This is an optimization exercise on Yosys and OpenROAD, whose aim is small area, a short achievable clock period and few clock cycles per item, not a production implementation. Only simulation tests tie the RTL to the original design; equivalence was not proved. No activity file was given, so power comes from the tool's default toggle rates.

==> flow/run.sh <==
#!/bin/bash
# synth_recipe.tcl (not shown) runs the flow's synth.tcl, then flattens the netlist and writes it again
# the make line also repeats each setting of config.mk as NAME=value (left out here)
make -C /OpenROAD-flow-scripts/flow DESIGN_CONFIG=/design/flow/config.mk WORK_HOME=/design/flow/orfs CLKGATE_MAP_FILE= SYNTH_SCRIPT=/design/flow/synth_recipe.tcl finish
==> flow/config.mk <==
export PLATFORM = sky130hd
export DESIGN_NAME = lru_key_value_cache
export DESIGN_NICKNAME = lru_key_value_cache
export VERILOG_FILES = /design/flow/design.v
export SDC_FILE = /design/flow/constraint.sdc
export NUM_CORES = 4
export LEC_CHECK = 0
export CAP_MARGIN = 20
export CORE_MARGIN = 2
export CORE_UTILIZATION = 40
export SLEW_MARGIN = 20
==> flow/constraint.sdc <==
create_clock -name core_clock -period 6.5 [get_ports {clk}]
set_input_delay 1.3000 -clock core_clock [delete_from_list [all_inputs] [get_ports {clk}]]
set_output_delay 1.3000 -clock core_clock [all_outputs]
set_load 0.01 [all_outputs]
==> flow/design.v <==
`default_nettype none
package lkvc_pkg;
  localparam int MAX_ENTRIES_DEF = 16;
  localparam int KEY_W = 32;
  localparam int VAL_W = 32;
  localparam int CAP_W = 5;
  localparam logic [CAP_W-1:0] CAP_RESET = 5'd16;
  localparam logic OP_GET = 1'b0;
  localparam logic OP_PUT = 1'b1;
  localparam logic [VAL_W-1:0] MISS_VALUE = 32'hFFFF_FFFF;
  localparam logic [VAL_W-1:0] PUT_VALUE = 32'h0000_0000;
endpackage
`default_nettype wire
`default_nettype none
import lkvc_pkg::*;
module lru_key_value_cache #(
  parameter int MAX_ENTRIES = MAX_ENTRIES_DEF
) (
  input  wire                     clk,
  input  wire                     rst_n,
  input  wire                     start,
  output logic                    busy,
  input  wire                     in_opcode,
  input  wire  signed [KEY_W-1:0] in_key,
  input  wire  signed [VAL_W-1:0] in_value,
  output logic                    out_strobe,
  output logic                    out_hit,
  output logic signed [VAL_W-1:0] out_read_value,
  input  wire                     cfg_we,
  input  wire         [CAP_W-1:0] cfg_wdata
);
  localparam int N = MAX_ENTRIES;
  logic [CAP_W-1:0] cap_r;
  logic [N-1:0]     valid_r;
  logic             full_r;
  logic             s1_vld_r;
  logic             s1_op_r;
  logic [KEY_W-1:0] s1_key_r;
  logic [VAL_W-1:0] s1_val_r;
  logic             s2_vld_r;
  logic             s2_op_r;
  logic [KEY_W-1:0] s2_key_r;
  logic [VAL_W-1:0] s2_val_r;
  logic [N-1:0]     s2_match_r;
  logic             s2_same_r;
  logic [N-1:0]     wr_prev_r;    
  logic [KEY_W-1:0] key_r [N];
  logic [VAL_W-1:0] val_r [N];
  logic             newer_r [N][N];
  logic             res_vld_r;
  logic             res_hit_r;
  logic [VAL_W-1:0] res_val_r;
  assign busy = 1'b0;
  logic [N-1:0] s1_match;
  logic         s1_same;
  always_comb begin
    for (int i = 0; i < N; i++) begin
      s1_match[i] = valid_r[i] && (key_r[i] == s1_key_r);
    end
    s1_same = (s1_key_r == s2_key_r);
  end
  logic [N-1:0] match, victim, free, miss_slot, slot, upd, wr;
  logic [N-1:0] valid_nxt;
  logic [N-1:0] cap_sel;
  logic         found, is_put, do_ins, full_nxt;
  logic [VAL_W-1:0] rd_val;
  always_comb begin
    match = (s2_match_r & ~wr_prev_r) | (wr_prev_r & {N{s2_same_r}});
    found = |match;
    for (int i = 0; i < N; i++) begin
      logic v;
      v = valid_r[i];
      for (int j = 0; j < N; j++) begin
        if (j != i) begin
          v = v && (!valid_r[j] || ((i < j) ? !newer_r[i][j] : newer_r[j][i]));
        end
      end
      victim[i] = v;
      free[i] = !valid_r[i] && ((i == 0) ? 1'b1 : valid_r[i-1]);
    end
    miss_slot = full_r ? victim : free;
    slot = found ? match : miss_slot;
    is_put = s2_op_r == OP_PUT;
    upd    = slot & {N{s2_vld_r && (found || is_put)}};
    wr     = slot & {N{s2_vld_r && is_put}};
    do_ins = s2_vld_r && is_put && !found && !full_r;
    valid_nxt = do_ins ? {valid_r[N-2:0], 1'b1} : valid_r;
    for (int i = 0; i < N; i++) begin
      cap_sel[i] = (cap_r == CAP_W'(i + 1)) || (i == 0 && cap_r == '0) ||
                   (i == N - 1 && cap_r > CAP_W'(N));
    end
    full_nxt = |(valid_nxt & cap_sel);
    rd_val = '0;
    for (int i = 0; i < N; i++) begin
      rd_val = rd_val | (val_r[i] & {VAL_W{match[i]}});
    end
  end
  always_ff @(posedge clk) begin
    if (!rst_n) begin
      s1_vld_r  <= 1'b0;
      s2_vld_r  <= 1'b0;
      res_vld_r <= 1'b0;
      wr_prev_r <= '0;
      cap_r     <= CAP_RESET;
      valid_r   <= '0;
      full_r    <= 1'b0;
    end else begin
      s1_vld_r  <= start;
      s2_vld_r  <= s1_vld_r;
      res_vld_r <= s2_vld_r;
      wr_prev_r <= wr;
      if (cfg_we) begin
        cap_r <= cfg_wdata;
      end
      valid_r <= valid_nxt;
      full_r  <= full_nxt;
    end
  end
  always_ff @(posedge clk) begin
    s1_op_r    <= in_opcode;
    s1_key_r   <= in_key;
    s1_val_r   <= in_value;
    s2_op_r    <= s1_op_r;
    s2_key_r   <= s1_key_r;
    s2_val_r   <= s1_val_r;
    s2_match_r <= s1_match;
    s2_same_r  <= s1_same;
    for (int i = 0; i < N; i++) begin
      if (wr[i]) begin
        key_r[i] <= s2_key_r;
        val_r[i] <= s2_val_r;
      end
      for (int j = i + 1; j < N; j++) begin
        if (upd[i]) begin
          newer_r[i][j] <= 1'b1;
        end else if (upd[j]) begin
          newer_r[i][j] <= 1'b0;
        end
      end
    end
    res_hit_r <= found;
    if (is_put) begin
      res_val_r <= PUT_VALUE;
    end else if (found) begin
      res_val_r <= rd_val;
    end else begin
      res_val_r <= MISS_VALUE;
    end
  end
  assign out_strobe     = res_vld_r;
  assign out_hit        = res_hit_r;
  assign out_read_value = res_val_r;
endmodule
`default_nettype wire
==> results of run 1 <==
-- layout by cell type (no fill, tap or decap), types with 11 or more instances in the layout --
cell type,count
a41oi_1,33
clkinv_1,28
buf_4,115
o22ai_1,40
xnor2_1,448
clkdlybuf4s50_1,107
nand2_1,70
a221oi_1,122
clkbuf_16,147
clkbuf_1,34
mux2i_1,11
o2bb2ai_1,12
a22o_1,104
nand3_1,22
edfxtp_1,1024
nand2b_1,29
a21boi_0,11
nand4_1,127
a22oi_1,81
nand2_2,14
and3_1,36
clkinv_2,16
a21o_1,94
xor2_1,96
nor2_1,35
inv_1,29
nor2_4,12
clkbuf_8,17
nor4_1,59
o21ai_0,27
dfxtp_1,337
-- power groups by stage --
stage | logic (mW) | registers [mW] | clock network [mW]
2_1_floorplan | 0.289 | 9.72 | 0
3_3_place_gp | 0.606 | 9.78 | 0
3_5_place_dp | 0.607 | 9.78 | 0
4_1_cts | 0.610 | 9.59 | 8.36
5_1_grt | 0.637 | 9.60 | 8.68
6_report | 0.616 | 9.60 | 8.23
-- routing by layer --
layer / vias up / global-route usage
li1: 12680 / -
met1: 15640 / 0.3431
met2: 1581 / 0.3726
met3: 274 / 0.03977
met4: 2 / 0.07736
met5: - / 0
-- metrics by stage --
stage	hold slack (ns)	instance area, um2	cells
after floorplan	0.3096	50600	3190
after global placement	0.3126	54090	4881
after detailed placement	0.3121	54110	4882
after CTS	0.3229	58910	5149
after global routing	0.3281	58940	5150
final	0.3263	58940	5151
-- state kept, by name, summed over array words and instances (netlist names) --
name        count
s2_vld_r        1
wr_prev_r      16
key_r         512
s2_match_r     16
s2_val_r       32
s2_same_r       1
s2_op_r         1
val_r         512
s1_vld_r        1
s1_op_r         1
s2_key_r       32
res_vld_r       1
valid_r        16
s1_val_r       32
full_r          1
res_val_r      32
s1_key_r       32
newer_r       120
res_hit_r       1
cap_r           5
-- worst max-delay path, cell delays in order, from the launching register on --
cell	delay, ns
dfxtp_1	0.49
mux2_4	0.58
nand4bb_1	0.31
or4_4	0.49
nor2_4	0.59
o21ai_1	0.47
nor2_4	0.89
buf_4	0.63
-- final cells by class --
class	instances	area (um2)
fillers	10780	66630
flip-flops and latches	1365	37580
multi-input cells	1605	12310
clock buffers	198	4040
well taps	1650	2064
repair buffers	228	2047
clock inverters	69	764.5
inverters	35	131.4
diodes	1	2.502
-- kinds of logic (layout without fill, tap and decap cells) --
group / after synthesis / count (layout) / synth area share
AOI/OAI and AO/OA: 589 / 589 / 0.09230
xor gates and xnor gates: 544 / 544 / 0.09415
buffers and inverters: 220 / 530 / 0.01726
DFF: 1365 / 1365 / 0.7425
muxes: 14 / 14 / 0.003214
other: 1 / 2 / 0.00007410
and+or+nand+nor: 457 / 457 / 0.05046
-- final timing paths --
| kind | endpoint | slack, ns | depth (start not counted) |
|---|---|---|---|
| worst max-delay path | val_r[10][26] | 1.61 | 7 |
| worst min-delay path | s2_val_r[29] | 0.33 | 0 |
| worst max register to register | val_r[10][26] | 1.61 | 7 |
| worst min register to register | s2_val_r[29] | 0.33 | 0 |
==> summary.md, run 1 <==
| Metric | Value |
|---|---|
| Hpwl dp | 87.39 mm |
| Hold Vio Cnt, Final | 0 |
| F_max | 204.5 MHz |
| Post-synth EDFFs | 1024 |
| Cell variety after synth | 67 |
| Critical Path AT | 5.31 ns |
| Final setup violating endpoints | 0 |
| Die span in x | 359.7 um |
| Yosys reg bits | 1365 |
| Starting Density | 0.4030 |
| Global placer's final weighted congestion | 0.9070 |
| Congestion Overflow GR | 0 |
| Ys flop type | edfxtp_1 |
| CTS max path bufs | 3 |
| Top cells by area, synth | edfxtp_1 (61%), dfxtp_1 (13%), xnor2_1 (7.8%), a221oi_1 (2.1%), a22o_1 (1.8%) |
| Post-layout min period | 4.889 ns |
| Std-Cell Rows | 130 |
| Resized Gates After CTS | 0 |
| Worst rel slew slack | 0.2028 |
| Worst hold start | s1_val_r[29] |
| Worst slew pin tran | 1.185 ns |
| Status | timing/DRC/antenna clean |
| CTS tree | done |
| Detail Route met2 WL | 71.81 mm |
| Largest net degree at the start of global routing | 65 |
| Mapped Cells | 3190 |
| Part of the power in combinational logic | 0.033 |
| Mean Syn Cell Area | 15.86 um2 |
| CP startpoint | s2_same_r |
| Synth top cells by count | edfxtp_1 (1024), xnor2_1 (448), dfxtp_1 (341), clkbuf_1 (158), nand4_1 (127) |
| Place WS | 1.748 ns |
| Maximum vdd drop | 0.0003105 V |
| CTS Sinks | 1365 |
| Via density | 5.857 |
| WP data required | 6.92 ns |
| Wl on met1 | 67.19 mm |
| Period utilization | 0.7522 |
| Cell Area, Synth | 0.05060 mm2 |
| Final Net Count | 3454 |
| TritonRoute pass-1 iters | 6 |
| CP startpoint kind | flop |
| Share of the synthesized area in the top cell type | 0.6076 |
| Core footprint | 0.1256 mm2 |
| Syn Nets | 3264 |
| Crit Path Max Fanout | 34 |
| Share of cells above drive strength 1 | 0.1094 |
| Area leader, netlist | edfxtp_1 |
| First DRT Iteration DRCs | 3815 |
| # Post-CTS Setup Buffers | 0 |
| HP Class | flop to flop |
| DRT Wirelength | 156.8 mm |
| PortBufs | 107 |
| Root Buffer | clkbuf_16 |
| Setup ws final | 1.611 ns |
| WL met3 | 13.00 mm |
| WL per Instance | 30.45 um |
| Residual DRC | 0 |
| Leak Pwr | 19.24 nW |
| Maxcap violations | 0 |
| Total chip power | 18.44 mW |
| Area grow syn2layout | 16.47% |
| Syn. warnings | 4 |
| Initial antenna violation count | 6 |
| Internal power | 14.35 mW |
| Cell Pwr Density | 312.9 mW/mm2 |
| TNS Setup | 0 ns |
| Vias in the first global route | 28690 |
| R2R Path Start | s2_same_r |
| Post-synthesis sequential area ratio | 0.7425 |
| Final core occ | 0.4694 |
| Critical Path Sink Type | flop |
| Setup Skew | 0.03744 ns |
| FFs w/ async S/R, synth | 0 |
| Pins Over Slew Limit | 0 |
| ANT nets after route | 0 |
| Worst-path clk slew | 0.06 ns |
| CTS Buf Count | 145 |
| Global-route wire length before repair | 221.0 mm |
| GRT Overall Usage | 0.2396 |
| Vias | 30170 |
| Seq pwr share | 0.520 |
| Most numerous cell in the Yosys netlist | edfxtp_1 |
| Total die area | 0.1294 mm2 |
| Worst-Skew Late Latency | 0.80 ns |
| Kind of critical path | flop to flop |
| H-tree Lvls | 4 |
| Hold buffers post-CTS | 0 |
| Highest layer used for signal routing | met5 |
| Sw Pwr | 4.088 mW |
| Clk pwr share | 0.446 |
| RSZ-0062 raised after global routing | no |
| Chip Height | 359.7 um |
| I/O pin cnt | 109 |
| Switching share of power | 0.2217 |
Testbench counts, summed over its fixed seeds: cycles 16,048, items 16,000.
==> inputs of run 2 (changes only) <==
--- a/flow/config.mk
+++ b/flow/config.mk
@@ -8,4 +8,5 @@
 export CAP_MARGIN = 20
 export CORE_MARGIN = 2
 export CORE_UTILIZATION = 40
+export SETUP_SLACK_MARGIN = 4.0
 export SLEW_MARGIN = 20
==> run 2 against run 1 <==
Net effect:
- synthesized area did not move
- via count rose by 12%
- power rose by 1.4%
- highest routed layer is now met4
==> summary.md, run 2 <==
| Metric | Value |
|---|---|
| Status | timing/DRC/antenna clean |
| Mapped Cells | 3190 (unchanged) |
| Setup Skew | 0.04372 ns (+0.006285 ns) |
| CTS tree | done |
| Share of the synthesized area in the top cell type | 0.6076 (unchanged) |
| Area grow syn2layout | 31.77% |
| Kind of critical path | flop to flop |
| Root Buffer | clkbuf_16 |
| Area leader, netlist | edfxtp_1 |
| Synth top cells by count | edfxtp_1 (1024), xnor2_1 (448), dfxtp_1 (341), clkbuf_1 (158), nand4_1 (127) |
| Most numerous cell in the Yosys netlist | edfxtp_1 |
| Slowest-stage cell, CP | or4_4 |
| Post-layout min period | 3.112 ns (-1.777 ns) |
| Critical Path Sink Type | flop |
| RSZ-0062 raised after global routing | yes |
| Hold Vio Cnt, Final | 0 (unchanged) |
| Part of the power in combinational logic | 0.037 (+0.004) |
| CP startpoint kind | flop |
| Leak Pwr | 22.52 nW (+17%) |
| Seq pwr share | 0.513 (-0.007) |
| Final setup violating endpoints | 0 (unchanged) |
| Syn Nets | 3264 (unchanged) |
| Period utilization | 0.4787 (-0.2734) |
| Placed cells | 4873 (-0.18%) |
| Setup ws final | 3.388 ns (+1.777 ns) |
| Hpwl dp | 83.93 mm (-4.0%) |
| F_max | 321.4 MHz (+57%) |
| Vias | 33680 (+12%) |
| Mean Syn Cell Area | 15.86 um2 (unchanged) |
| Place WS | 1.998 ns (+0.2500 ns) |
| Sw Pwr | 4.081 mW (-0.18%) |
| Pins Over Slew Limit | 0 (unchanged) |
| Multi-input gate area | 0.01406 mm2 (+14%) |
| Global-route wire length before repair | 247.7 mm (+12%) |
| Cell variety after synth | 67 (unchanged) |
| Residual DRC | 0 (unchanged) |
| Core footprint | 0.1256 mm2 (unchanged) |
| GRT Overall Usage | 0.2731 (+0.03346) |
| Register Area | 0.03767 mm2 (+0.24%) |
| Chip Height | 359.7 um (unchanged) |
| Congestion Overflow GR | 0 (unchanged) |
| Worst-Skew Late Latency | 0.80 ns (about the same) |
| Total die area | 0.1294 mm2 (unchanged) |
| Regs by FF count | key_r (512), val_r (512), newer_r (120) |
| Share of cells above drive strength 1 | 0.2524 (+0.1430) |
| Post-synth EDFFs | 1024 (unchanged) |
| Clk pwr share | 0.450 (+0.004) |
| Starting Density | 0.4030 (unchanged) |
| WL per Instance | 34.19 um (+12%) |
| Cell Pwr Density | 280.4 mW/mm2 (-10%) |
| Crit Path Max Fanout | 8 (-76%) |
| Initial antenna violation count | 6 (unchanged) |
| TritonRoute pass-1 iters | 7 (+1) |
| Worst slew pin tran | 1.151 ns (-0.03381 ns) |
| FFs w/ async S/R, synth | 0 (unchanged) |
| Most common cell after layout, fill and taps aside | edfxtp_1 |
| Layout fillers | 9830 (-8.8%) |
| Std-Cell Rows | 130 (unchanged) |
| ANT nets after route | 0 (unchanged) |
| Via density | 6.119 (+4.5%) |
| Ys flop type | edfxtp_1 |
| I/O pin cnt | 109 (unchanged) |
| TNS Setup | 0 ns (unchanged) |
| Critical Path AT | 3.59 ns (-1.72 ns) |
| Worst rel slew slack | 0.2299 (+0.02711) |
| First DRT Iteration DRCs | 5235 (+37%) |
| Yosys reg bits | 1365 (unchanged) |
| Maxcap violations | 0 (unchanged) |
| HP Class | flop to flop |
| DRT Wirelength | 188.2 mm (+20%) |
| CP delay by family, top | simple AND/OR/NAND/NOR gates |
| Global placer's final weighted congestion | 0.9207 (+1.5%) |
| Die span in x | 359.7 um (unchanged) |
| Crit-path cells | mux2_8 -> nand4bb_1 -> or4_4 -> nor2_4 -> buf_6 -> buf_6 -> nor2_4 -> a31oi_4 -> and2_4 -> buf_12 -> buf_8 -> buf_16 |
| Post-synthesis sequential area ratio | 0.7425 (unchanged) |
| Largest net degree at the start of global routing | 36 (-45%) |
| CTS max path bufs | 3 (unchanged) |
| Top cells by area, synth | edfxtp_1 (61%), dfxtp_1 (13%), xnor2_1 (7.8%), a221oi_1 (2.1%), a22o_1 (1.8%) |
| Cell Count, Final, Fillers Out | 5504 (+6.9%) |
| Commonest non-fill, non-tap cells in the layout | edfxtp_1 (1024), xnor2_1 (448), dfxtp_1 (292) |
| Vias in the first global route | 31170 (+8.6%) |
| Worst-path clk slew | 0.06 ns (about the same) |
| H-tree Lvls | 4 (unchanged) |
| Maximum vdd drop | 0.0002924 V (-5.8%) |
| Cell Area, Synth | 0.05060 mm2 (unchanged) |
| Worst Path Buf+Inv | 5 (+4) |
| PortBufs | 107 (unchanged) |
| Final Net Count | 3801 (+10%) |
| Switching share of power | 0.2183 (-0.003429) |
| Syn. warnings | 4 (unchanged) |
| Worst path max stage delay | 0.53 ns (-0.36 ns) |
| CTS Buf Count | 143 (-1.4%) |
| Internal power | 14.62 mW (+1.8%) |
| CTS Sinks | 1365 (unchanged) |
| WP data required | 6.98 ns (+0.06 ns) |
run 2: cell families after synthesis:
family | after synthesis | synth area share
other | 1 | 0.00007410
and+or+nand+nor | 457 | 0.05046
DFF | 1365 | 0.7425
muxes | 14 | 0.003214
xor gates and xnor gates | 544 | 0.09415
buffers and inverters | 220 | 0.01726
AOI/OAI and AO/OA | 589 | 0.09230
run 2: metrics by stage:
step | power, mW | utilization | hold slack [ns] | area, um2
finish | 18.70 | 0.5310 | 0.3260 | 66680
global route | 19.11 | 0.5309 | 0.3298 | 66670
CTS | 18.70 | 0.5136 | 0.3261 | 64500
detailed placement | 10.38 | 0.4309 | 0.3135 | 54110
global placement | 10.38 | 0.4307 | 0.3116 | 54080
floorplan | 10.02 | - | 0.3096 | 50800
run 2: final timing paths:
path	cells past startpoint	slack [ns]	to	from
worst max-delay path	12	3.39	val_r[2][12]	s2_match_r[10]
worst min register to register	0	0.33	s2_val_r[22]	s1_val_r[22]
worst min-delay path	0	0.33	s2_val_r[22]	s1_val_r[22]
worst max register to register	12	3.39	val_r[2][12]	s2_match_r[10]
run 2: layer usage:
layer  track usage  routed length [um]  up-vias
li1              -                   -    13470
met1        0.3783               70710    16950
met2        0.4162               83020     2652
met3       0.05640               23870      615
met4        0.1195               10600        0
met5             0                   0        -
run 2: power groups by stage:
| stage | logic [mW] | registers (mW) | clock network (mW) |
|---|---|---|---|
| after floorplan | 0.292 | 9.72 | 0 |
| after global placement | 0.598 | 9.78 | 0 |
| after detailed placement | 0.602 | 9.78 | 0 |
| after CTS | 0.659 | 9.59 | 8.45 |
| after global routing | 0.709 | 9.60 | 8.80 |
| final | 0.689 | 9.60 | 8.41 |
run 2: area by class of cell:
type / instances / share of cell area
Antenna cell: 7 / 0.0002627
Sequential cell: 1365 / 0.5650
Clock buffer: 195 / 0.06218
Timing Repair Buffer: 543 / 0.1169
Multi-Input combinational cell: 1637 / 0.2108
Timing Repair inverter: 2 / 0.0004879
Clock inverter: 70 / 0.01056
Tap cell: 1650 / 0.03096
Inverter: 35 / 0.002871
run 2: what timing repair did:
| item | in CTS | in global routing |
|---|---|---|
| endpoints found under the hold margin | 0 | 0 |
| cloned | 80 | 42 |
| setup endpoints to repair | 1260 | 1238 |
| pin swaps | 27 | 55 |
| hold buffers | 0 | 0 |
| buffers inserted | 179 | 58 |
| gates resized for setup | 610 | 187 |
==> inputs of run 3 (changes only) <==
--- a/flow/config.mk
+++ b/flow/config.mk
@@ -5,6 +5,7 @@
 export SDC_FILE = /design/flow/constraint.sdc
 export NUM_CORES = 4
 export LEC_CHECK = 0
+export ABC_CLOCK_PERIOD_IN_PS = 2500
 export CAP_MARGIN = 20
 export CORE_MARGIN = 2
 export CORE_UTILIZATION = 40
==> run 3 against run 2 <==
Net effect:
- still clean
- first-iteration DRC count unchanged
- critical path depth stayed put
- clock-buffer cell count unchanged
- core utilization unchanged
- synthesized cell count unchanged
- wire length unchanged
- power stayed put
- worst hold slack unchanged
- non-clock buffer count stayed put
- critical path type unchanged
==> summary.md, run 3 <==
| Metric | Value |
|---|---|
| Cell Pwr Density | 280.4 mW/mm2 (unchanged) |
| Setup Skew | 0.04372 ns (unchanged) |
| Yosys reg bits | 1365 (unchanged) |
| Smallest hold slack | 0.3260 ns (unchanged) |
| Total die area | 0.1294 mm2 (unchanged) |
| Worst-Skew Late Latency | 0.80 ns (about the same) |
| Min-Delay Path Depth | 0 (unchanged) |
| R2R Setup Slk | 3.39 ns (about the same) |
| Syn Nets | 3264 (unchanged) |
| Final core occ | 0.5310 (unchanged) |
| Mapped Cells | 3190 (unchanged) |
| Commonest non-fill, non-tap cells in the layout | edfxtp_1 (1024), xnor2_1 (448), dfxtp_1 (292) |
| Hold buffers post-CTS | 0 (unchanged) |
| Initial antenna violation count | 6 (unchanged) |
| Most common cell after layout, fill and taps aside | edfxtp_1 |
| Setup ws final | 3.388 ns (unchanged) |
| H-tree Lvls | 4 (unchanged) |
| CTS Sinks | 1365 (unchanged) |
| Starting Density | 0.4030 (unchanged) |
| I/O pin cnt | 109 (unchanged) |
| Top cells by area, synth | edfxtp_1 (61%), dfxtp_1 (13%), xnor2_1 (7.8%), a221oi_1 (2.1%), a22o_1 (1.8%) |
| CP startpoint kind | flop |
| Area leader, netlist | edfxtp_1 |
| Worst hold start | s1_val_r[22] |
| TritonRoute pass-1 iters | 7 (unchanged) |
| Worst-path clk slew | 0.06 ns (about the same) |
| Worst path max stage delay | 0.53 ns (about the same) |
| Worst rel slew slack | 0.2299 (unchanged) |
| DP Area | 0.05411 mm2 (unchanged) |
| Slowest-stage cell, CP | or4_4 |
| Synth top cells by count | edfxtp_1 (1024), xnor2_1 (448), dfxtp_1 (341), clkbuf_1 (158), nand4_1 (127) |
| GRT Overall Usage | 0.2731 (unchanged) |
| R2R Path Start | s2_match_r[10] |
| ANT nets after route | 0 (unchanged) |
| Layout Cell Area excl Fill | 0.06668 mm2 (unchanged) |
| Sw Pwr | 4.081 mW (unchanged) |
| Crit-path cells | mux2_8 -> nand4bb_1 -> or4_4 -> nor2_4 -> buf_6 -> buf_6 -> nor2_4 -> a31oi_4 -> and2_4 -> buf_12 -> buf_8 -> buf_16 |
| Vias in the first global route | 31170 (unchanged) |
| WP data required | 6.98 ns (about the same) |
| Internal power | 14.62 mW (unchanged) |
| Regs by FF count | key_r (512), val_r (512), newer_r (120) |
| First DRT Iteration DRCs | 5235 (unchanged) |
| Switching share of power | 0.2183 (unchanged) |
| CTS tree | done |
| Core footprint | 0.1256 mm2 (unchanged) |
| Root Buffer | clkbuf_16 |
| Part of the power in combinational logic | 0.037 (about the same) |
| Seq pwr share | 0.513 (about the same) |
| Die span in x | 359.7 um (unchanged) |
| Period utilization | 0.4787 (unchanged) |
| Clk pwr share | 0.450 (about the same) |
| CP delay by family, top | simple AND/OR/NAND/NOR gates |
| Largest net degree at the start of global routing | 36 (unchanged) |
| Vias | 33680 (unchanged) |
| Layout fillers | 9830 (unchanged) |
| Area grow syn2layout | 31.77% (unchanged) |
| CTS Buf Count | 143 (unchanged) |
| Global-route wire length before repair | 247.7 mm (unchanged) |
| Worst slew pin tran | 1.151 ns (unchanged) |
| Global placer's final weighted congestion | 0.9207 (unchanged) |
| F_max | 321.4 MHz (unchanged) |
| Hold Vio Cnt, Final | 0 (unchanged) |
| Ys flop type | edfxtp_1 |
| RR Endpoint | val_r[2][12] |
| Post-layout min period | 3.112 ns (unchanged) |
| Maxcap violations | 0 (unchanged) |
| Kind of critical path | flop to flop |
| DRT Wirelength | 188.2 mm (unchanged) |
| Pins Over Slew Limit | 0 (unchanged) |
| Syn. warnings | 4 (unchanged) |
| Residual DRC | 0 (unchanged) |
| HP Class | flop to flop |
| Status | timing/DRC/antenna clean |
| Levels on crit path | 12 (unchanged) |
| Final setup violating endpoints | 0 (unchanged) |
| FF-to-FF path depth | 12 (unchanged) |
| Worst Path Buf+Inv | 5 (unchanged) |
| Place WS | 1.998 ns (unchanged) |
| Congestion Overflow GR | 0 (unchanged) |
| Crit Path Max Fanout | 8 (unchanged) |
| Hpwl dp | 83.93 mm (unchanged) |
| CTS max path bufs | 3 (unchanged) |
| Post-synth EDFFs | 1024 (unchanged) |
| Cell variety after synth | 67 (unchanged) |
| RSZ-0062 raised after global routing | yes |
| Final Net Count | 3801 (unchanged) |
| PortBufs | 107 (unchanged) |
| Mean Syn Cell Area | 15.86 um2 (unchanged) |
| WHS Endpoint | s2_val_r[22] |
| WL per Instance | 34.19 um (unchanged) |
| Via density | 6.119 (unchanged) |
| Leak Pwr | 22.52 nW (unchanged) |
| Critical Path AT | 3.59 ns (about the same) |
| Post-synthesis sequential area ratio | 0.7425 (unchanged) |
| TNS Setup | 0 ns (unchanged) |
| FFs w/ async S/R, synth | 0 (unchanged) |
| Cell Area, Synth | 0.05060 mm2 (unchanged) |
| Share of the synthesized area in the top cell type | 0.6076 (unchanged) |
| Critical Path Sink Type | flop |
| Chip Height | 359.7 um (unchanged) |
| Maximum vdd drop | 0.0002924 V (unchanged) |
| Share of cells above drive strength 1 | 0.2524 (unchanged) |
| Std-Cell Rows | 130 (unchanged) |
| Most numerous cell in the Yosys netlist | edfxtp_1 |
run 3: cell counts in the layout (fill, tap and decap cells not counted):
No cell type changed its count.
run 3: power groups by stage:
| stage | logic [mW] | registers [mW] | clock network (mW) |
|---|---|---|---|
| 2_1_floorplan | 0.292 | 9.72 | 0 |
| 5_1_grt | 0.709 | 9.60 | 8.80 |
| 4_1_cts | 0.659 | 9.59 | 8.45 |
| 3_5_place_dp | 0.602 | 9.78 | 0 |
| 6_report | 0.689 | 9.60 | 8.41 |
| 3_3_place_gp | 0.598 | 9.78 | 0 |
run 3: layer usage:
| layer | GRT usage | vias to the layer above | wire length [um] |
|---|---|---|---|
| met2 | 0.4162 | 2652 | 83020 |
| met3 | 0.05640 | 615 | 23870 |
| met1 | 0.3783 | 16950 | 70710 |
| met5 | 0 | - | 0 |
| li1 | - | 13470 | - |
| met4 | 0.1195 | 0 | 10600 |
run 3: cell type report:
type / count / area (um2) / area share
Tap cell: 1650 / 2064 / 0.03096
Antenna cell: 7 / 17.52 / 0.0002627
Inverter: 35 / 191.4 / 0.002871
Clock inverter: 70 / 704.4 / 0.01056
Clock buffer: 195 / 4146 / 0.06218
Sequential cell: 1365 / 37670 / 0.5650
Timing Repair Buffer: 543 / 7796 / 0.1169
Timing Repair inverter: 2 / 32.53 / 0.0004879
Multi-Input combinational cell: 1637 / 14060 / 0.2108
run 3: cell families (layout without fill, tap and decap cells):
| family | count (synthesis) | in the layout | share of synthesized area |
|---|---|---|---|
| AOI/OAI and AO/OA | 589 | 591 | 0.09230 |
| other | 1 | 8 | 0.00007410 |
| and+or+nand+nor | 457 | 485 | 0.05046 |
| xor gates and xnor gates | 544 | 544 | 0.09415 |
| buffers and inverters | 220 | 845 | 0.01726 |
| muxes | 14 | 16 | 0.003214 |
| DFF | 1365 | 1365 | 0.7425 |
run 3: worst max-delay path by stage:
stage | start | end
6_report | s2_match_r[10] | val_r[2][12]
5_1_grt | wr_prev_r[10] | val_r[2][12]
4_1_cts | wr_prev_r[10] | newer_r[60]
3_5_place_dp | s2_same_r | val_r[15][11]
3_3_place_gp | s2_same_r | newer_r[207]
2_1_floorplan | s2_same_r | key_r[6][0]
run 3: timing repair:
item,4_1_cts,5_1_grt
gates cloned,80,42
endpoints found under the hold margin,0,0
setup buffers,179,58
setup endpoints to repair,1260,1238
gates resized for setup,610,187
pin swaps,27,55
run 3: metrics by stage:
step	std cells	total power, mW
after floorplan	3190	10.02
after detailed placement	4873	10.38
after CTS	5397	18.70
after global routing	5498	19.11
final	5504	18.70
after global placement	4872	10.38
run 3: worst register-to-register path, delay by kind of cell, from the launching register on:
kind / cells / cell delay [ns]
AOI/OAI and AO/OA: 1 / 0.22
muxes: 1 / 0.33
and+or+nand+nor: 5 / 1.18
buffers and inverters: 5 / 0.68
DFF: 1 / 0.39

port drivers added, routing unchanged:
How much do the figures lean on ideal ports? The routed layouts below were timed once more, with nothing changed but the port constraints. Step 1, drivers: a clkbuf_16 drives clk and a buf_2 each remaining input, both assumed. Step 2 also shifts input and output timing later by t, the mid clock arrival at the registers, as if the neighbouring blocks saw the same clock. a / b / c = ideal ports / drivers / drivers and shift; a / b = the first two.
run	shift t [ns]	setup slack, ns	latest minus earliest clock arrival (ns)
run 1	0.855	1.611 / 1.611 / 1.611	0.040 / 0.040
run 2	0.850	3.388 / 3.388 / 3.388	0.050 / 0.050
run 3	0.850	3.388 / 3.388 / 3.388	0.050 / 0.050
After both steps every run listed still meets setup and hold.
